From an optimization exercise on the open Yosys and OpenROAD flow, aimed at small area, a short achievable clock period and few clock cycles per item; shortcuts taken in it are not production practice.
No run shown here included a check of the RTL's function; only the layout flow was run.
Power and IR drop assume default switching activity.

==> flow/design.v (outline; a module is shown in full before it is edited, if it fits) <==
// module csa_fa: 9 lines
// module csa_ha: 8 lines
// module binary_neuron: 988 lines
module binary_neuron (
    input  logic                    clk,
    input  logic                    reset,
    input  logic                    in_valid,
    output logic                    in_ready,
    input  logic [320:0]            in_req,
    output logic                    out_valid,
    input  logic                    out_ready,
    output logic [9:0]              out_sum
);
  // ...
==> flow/flow/run.sh <==
#!/bin/bash
# The standard layout (standard.sh: ORFS synthesis to final layout), with
# two changes:
#  - the input and output ports are buffered with the smallest buffer,
#    sky130_fd_sc_hd__buf_1, instead of the cell buffer_ports picks by default
#    (clkdlybuf4s50_1); later repair steps may still resize them;
#  - clock tree synthesis adds no dummy loads to the clock tree, and groups
#    the flip-flops into clusters of up to 15 within 75 um for its leaf
#    buffers (instead of searching for a clustering itself).
set -euo pipefail
export BUFFER_PORTS_ARGS="-buffer_cell sky130_fd_sc_hd__buf_1"
export CTS_ARGS="-sink_clustering_enable -repair_clock_nets -buf_list sky130_fd_sc_hd__clkbuf_8 -dont_use_dummy_load -sink_clustering_size 15 -sink_clustering_max_diameter 75"
bash standard.sh > standard_flow.log 2>&1
==> flow/standard.sh <==
#!/bin/bash
# synth_recipe.tcl (not shown) runs the flow's synth.tcl, then flattens the netlist and writes it again
# the make line also repeats each setting of config.mk as NAME=value (left out here)
make -C /OpenROAD-flow-scripts/flow DESIGN_CONFIG=/design/flow/config.mk WORK_HOME=/design/flow/orfs CLKGATE_MAP_FILE= SYNTH_SCRIPT=/design/flow/synth_recipe.tcl "${@:-finish}"
==> flow/config.mk <==
export PLATFORM = sky130hd
export DESIGN_NAME = binary_neuron
export DESIGN_NICKNAME = binary_neuron
export VERILOG_FILES = /design/flow/design.v
export SDC_FILE = /design/flow/constraint.sdc
export NUM_CORES = 4
export LEC_CHECK = 0
export CAP_MARGIN = 20
export CORE_MARGIN = 2
export CORE_UTILIZATION = 40
export CTS_BUF_LIST = sky130_fd_sc_hd__clkbuf_8
export SLEW_MARGIN = 20
export SYNTH_HIERARCHICAL = 1
export SYNTH_MINIMUM_KEEP_SIZE = 0
==> flow/constraint.sdc <==
create_clock -name core_clock -period 6.0 [get_ports {clk}]
set_input_delay 1.2000 -clock core_clock [delete_from_list [all_inputs] [get_ports {clk}]]
set_output_delay 1.2000 -clock core_clock [all_outputs]
set_load 0.01 [all_outputs]
==> impl_metrics.env, run 1 <==
export IMPL_wl_met3_um=1224
export IMPL_dp_cells=2000
export IMPL_worstSetupPathType="input port to register"
export IMPL_synth_xor_area_share_pct=11.84
export IMPL_run_status="complete, no violations"
export IMPL_clk_path_buf_depth=3
export IMPL_critPathMaxFanout=4
export IMPL_grt_ovfl_total=0
export IMPL_dr_wl_met2_um=18660
export IMPL_multi_input_area_share_pct=53.12
export IMPL_drt_total_wl_um=34550
export IMPL_critPathSlowestCell="fa_1"
export IMPL_htree_levels=1
export IMPL_grt_antenna_before_repair=0
export IMPL_nonClkBufAreaFrac_pct=7.466
export IMPL_root_buffer="clkbuf_8"
export IMPL_rr_worst_depth=4
export IMPL_final_common_cell="buf_1"
export IMPL_crit_arrival_ns=2.90
export IMPL_synth_top_flop_cell="dfxtp_1"
export IMPL_synth_edf_count=50
export IMPL_wl_per_cell_um=17.10
export IMPL_vdd_drop_max_v=0.0002941
export IMPL_internal_power_mw=4.878
export IMPL_fill_cells=3393
export IMPL_fin_area_um2=16890
export IMPL_dpl_worst_slack_ns=2.850
export IMPL_min_period_ns=2.500
export IMPL_inverters_excl_clock=37
export IMPL_place_congestion=0.8400
export IMPL_muxShareOfSynthArea_pct=0.07610
==> run 2, diff against run 1 <==
--- a/flow/design.v
+++ b/flow/design.v
@@ -956,23 +956,20 @@
     logic            q_push, q_pull;
     assign result    = stage_valid[3];
     assign q_empty   = !q_occ[0];
     assign head_load = !out_valid || out_ready;
     assign q_pull    = head_load && !q_empty;
     assign q_push    = result && !(head_load && q_empty);
     logic [3:0]    q_occ_next;
     logic            q_empty_sel;   
-    always_comb begin
-        case ({q_push, q_pull})
-            2'b10:   q_occ_next = {q_occ[2:0], 1'b1};
-            2'b01:   q_occ_next = {1'b0, q_occ[3:1]};
-            default: q_occ_next = q_occ;
-        endcase
-    end
+    logic [3:0]    occ_if_load, occ_if_hold;
+    assign occ_if_hold = result ? {q_occ[2:0], 1'b1} : q_occ;
+    assign occ_if_load = (result || q_empty) ? q_occ : {1'b0, q_occ[3:1]};
+    assign q_occ_next  = head_load ? occ_if_load : occ_if_hold;
     always_ff @(posedge clk) begin
         if (reset) begin
             q_wr        <= 4'd1;
             q_rd        <= 4'd1;
             q_occ       <= '0;
             q_empty_sel <= 1'b1;
         end else begin
             if (q_push) q_wr <= {q_wr[2:0], q_wr[3]};
==> run 2 against run 1 <==
  * Design area hardly changed
  * Largest power group unchanged
  * First-iteration DRC count up 11%
  * Synthesized area grew 0.20%
  * Combinational power shrank 1%
  * Synthesized cell count barely moved
  * Count of clock-buffer cells in the layout did not move
  * Largest cell class unchanged
  * Setup slack worse by 0.043 ns
  * Final cell count fell by 0.15%
==> impl_metrics.env, run 2 <==
export IMPL_run_status="complete, no violations"
export IMPL_worstMarginPinSlew_ns=0.9466
export IMPL_synth_top_area_share_pct=32.81
export IMPL_drt_iter0_drc=334
export IMPL_worst_path_most_repeated_cell="fa_1"
export IMPL_syn_inst=1205
export IMPL_ctsResizeCount=0
export IMPL_ant_nets=0
export IMPL_yosys_warnings=8
export IMPL_largest_reg_flops=40
export IMPL_portBuffers=336
export IMPL_grt_util_met1_pct=23.93
export IMPL_cts_made_buffers=21
export IMPL_yosys_top_cells_count="243 x fa_1, 220 x nor2_1, 207 x dfxtp_1"
export IMPL_cap_violations=0
export IMPL_mostFrequentLayoutCells="336 x buf_1, 243 x fa_1, 220 x nor2_1, 207 x dfxtp_1, 132 x xnor2_1"
export IMPL_cp_cell_sequence="buf_1, nand2b_1, xnor2_1, fa_1, fa_1"
export IMPL_critPathMaxStageDelay_ns=0.53
export IMPL_grt_pass1_vias=9912
export IMPL_io_pins=337
export IMPL_min_period_ns=2.543
export IMPL_fin_area_um2=16900
export IMPL_start_util_pct=40.60
export IMPL_met3_usage_pct=2.293
export IMPL_worstSetupPathType="input port to register"
export IMPL_grt_antenna_before_repair=0
export IMPL_finalWorstSetupSlack_ns=3.457
export IMPL_die_area_um2=38620
export IMPL_maxClockFrequency_mhz=393.3
export IMPL_grt_total_usage_pct=18.70
export IMPL_grt_pass1_wl_um=54650
export IMPL_grt_max_degree=23
export IMPL_setup_tns_final_ns=0
export IMPL_critPathSlowestCell="fa_1"
export IMPL_cts_hold_buffers=0
export IMPL_clk_insertion_delay_late_ns=0.55
export IMPL_drive_gt1_share_pct=1.935
export IMPL_end_kind="register"
export IMPL_fill_cells=3421
export IMPL_clock_sinks=257
export IMPL_top_register="q_data"
export IMPL_grt_ovfl_total=0
export IMPL_crit_path_start_kind="input port"
export IMPL_place_congestion=0.8813
export IMPL_p_total_mw=8.010
export IMPL_p_per_area_nw_per_um2=473.9
export IMPL_setup_violations=0
export IMPL_stdcell_count=2018
export IMPL_htree_levels=1
export IMPL_fin_nets=2136
export IMPL_yosys_top_cells_area="fa_1 33%, dfxtp_1 28%, edfxtp_1 10%"
export IMPL_min_period_over_period_pct=42.38
export IMPL_avgSynthCellArea_um2=12.30
export IMPL_critPathMaxFanout=4
export IMPL_via_per_inst=4.616
export IMPL_multiInputGateArea_um2=9004
export IMPL_dpl_worst_slack_ns=2.865
export IMPL_diodes=0
export IMPL_drc_errors=0
export IMPL_hold_slack_ns=0.3336
export IMPL_synth_cell_area_um2=14830
export IMPL_finClkSkew_ns=0.04802
export IMPL_rsz0062_at_grt="false"
export IMPL_clk_path_buf_depth=3
export IMPL_vdd_drop_max_v=0.0002789
export IMPL_dp_hpwl_um=30710
export IMPL_drtPass1Iterations=5
export IMPL_ys_types=36
export IMPL_wl_per_cell_um=17.43
export IMPL_seq_area_um2=5645
export IMPL_dp_cells=1997
export IMPL_busiest_layer="met2"
export IMPL_top_regs="q_data x40, out_sum x10, pending x5"
export IMPL_crit_arrival_ns=2.95
export IMPL_synth_most_common_cell="fa_1"
export IMPL_use_met2_pct=33.91
export IMPL_die_y_um=196.5
export IMPL_final_common_cell="buf_1"
export IMPL_cp_required_ns=6.41
export IMPL_maxSlewViolCount=0
export IMPL_cts_tree="yes"
export IMPL_ys_async_sr_fraction_pct=0
export IMPL_area_growth_pct=13.99
export IMPL_p_leak_nw=6.158
export IMPL_root_buffer="clkbuf_8"
export IMPL_synth_top_area_cell="fa_1"
export IMPL_synth_edf_count=50
export IMPL_drt_total_wl_um=35170
export IMPL_cts_setup_buffers=0
export IMPL_syn_num_nets=1789
export IMPL_synth_top_flop_cell="dfxtp_1"
export IMPL_vias=9315
export IMPL_relSlewSlack_pct=36.89
export IMPL_coreArea_um2=36520
export IMPL_std_cell_rows=70
export IMPL_ys_seq_area_share_pct=38.08
export IMPL_synth_ff_latch_count=257
export IMPL_clk_pin_slew_ns=0.09
export IMPL_post_dp_cell_area_um2=16610
export IMPL_hp_class="register to register"
export IMPL_finish_utilization_pct=46.28
export IMPL_die_x_um=196.5
export IMPL_hold_viol=0
[run 2: worst max-delay path, delay by kind of cell]
family                   cells  cell delay (ns)
adder cells (fa/ha/maj)      2             0.98
XOR/XNOR                     1             0.50
buffers and inverters        1             0.18
AND/OR/NAND/NOR              1             0.09
[run 2: cell families (layout without fill, tap and decap cells)]
group | count (synthesis) | count (layout) | share of synthesized area (%)
AND/OR/NAND/NOR | 390 | 390 | 12.03
adder cells (fa/ha/maj) | 259 | 259 | 34.16
flip-flops | 257 | 257 | 38.08
XOR/XNOR | 199 | 199 | 11.76
AO/OA/AOI/OAI | 51 | 51 | 2.363
buffers and inverters | 43 | 388 | 1.198
multiplexers | 6 | 6 | 0.4135
[run 2: worst paths after layout]
kind | slack (ns) | to | cells past startpoint | from
worst min-delay path | 0.33 | r3_s63$_DFF_P_ | 0 | r2_s63$_DFF_P_
worst min register to register | 0.33 | r3_s63$_DFF_P_ | 0 | r2_s63$_DFF_P_
worst max-delay path | 3.46 | r1_s135$_DFF_P_ | 5 | in_req[97]
worst max register to register | 3.50 | r2_s385$_DFF_P_ | 4 | r1_c116$_DFF_P_
[run 2: per-module statistics from Yosys (local to each module, per instance)]
| module | cells | flops+latches | copies in the design | cell area (um2) |
|---|---|---|---|---|
| binary_neuron | 962 | 257 | 1 | 9962 |
| csa_fa | 1 | 0 | 243 | 20.02 |
[run 2: area by class of cell]
type,instances,area share (%)
Sequential cell,257,33.40
Timing Repair Buffer,336,7.462
Inverter,31,0.6885
Clock buffer,21,1.710
Tap cell,468,3.465
Multi-Input combinational cell,905,53.27
[run 2: report_power, final]
part           internal [mW]  switching, mW
Clock                  0.314          0.530
Combinational           1.93           2.30
Sequential              2.59          0.343
[run 2: layer usage]
layer	vias to the layer above	part of all wire, %	routed length [um]
met5	-	0	0
met4	0	2.2	771
met3	41	4.2	1471
met2	248	52	18270
met1	4503	42	14660
li1	4523	-	-

-- port drivers added, routing unchanged --
Ports are ideal in the flow. The routed layouts listed here were re-timed in OpenROAD.
Step 1 (the two cells are an assumption about what drives the block):
set clk [get_ports {clk}]
set_driving_cell -lib_cell sky130_fd_sc_hd__clkbuf_16 $clk
set_driving_cell -lib_cell sky130_fd_sc_hd__buf_2 [delete_from_list [all_inputs] $clk]
Step 2 adds t to the input delays and takes it off the output delays; t is the mean of the earliest and latest rising clock arrival at the registers after step 1. Input paths then give back, and output paths get back, about the clock's delay inside the block.
Slacks: no drivers / after step 1 / after step 2; pairs: no drivers / after step 1.
| run | t, ns | setup slack, ns | hold slack, ns | worst setup path at the end | latest minus earliest clock arrival (ns) |
|---|---|---|---|---|---|
| run 1 | 0.555 | 3.500 / 3.503 / 2.967 | 0.334 / 0.334 / 0.334 | input to register | 0.054 / 0.054 |
| run 2 | 0.572 | 3.457 / 3.479 / 2.907 | 0.334 / 0.334 / 0.334 | input to register | 0.048 / 0.048 |
After both steps every run listed still meets setup and hold. For run 2, which loses most, drivers alone change the setup slack by +0.022 ns; drivers and shift together by -0.550 ns.
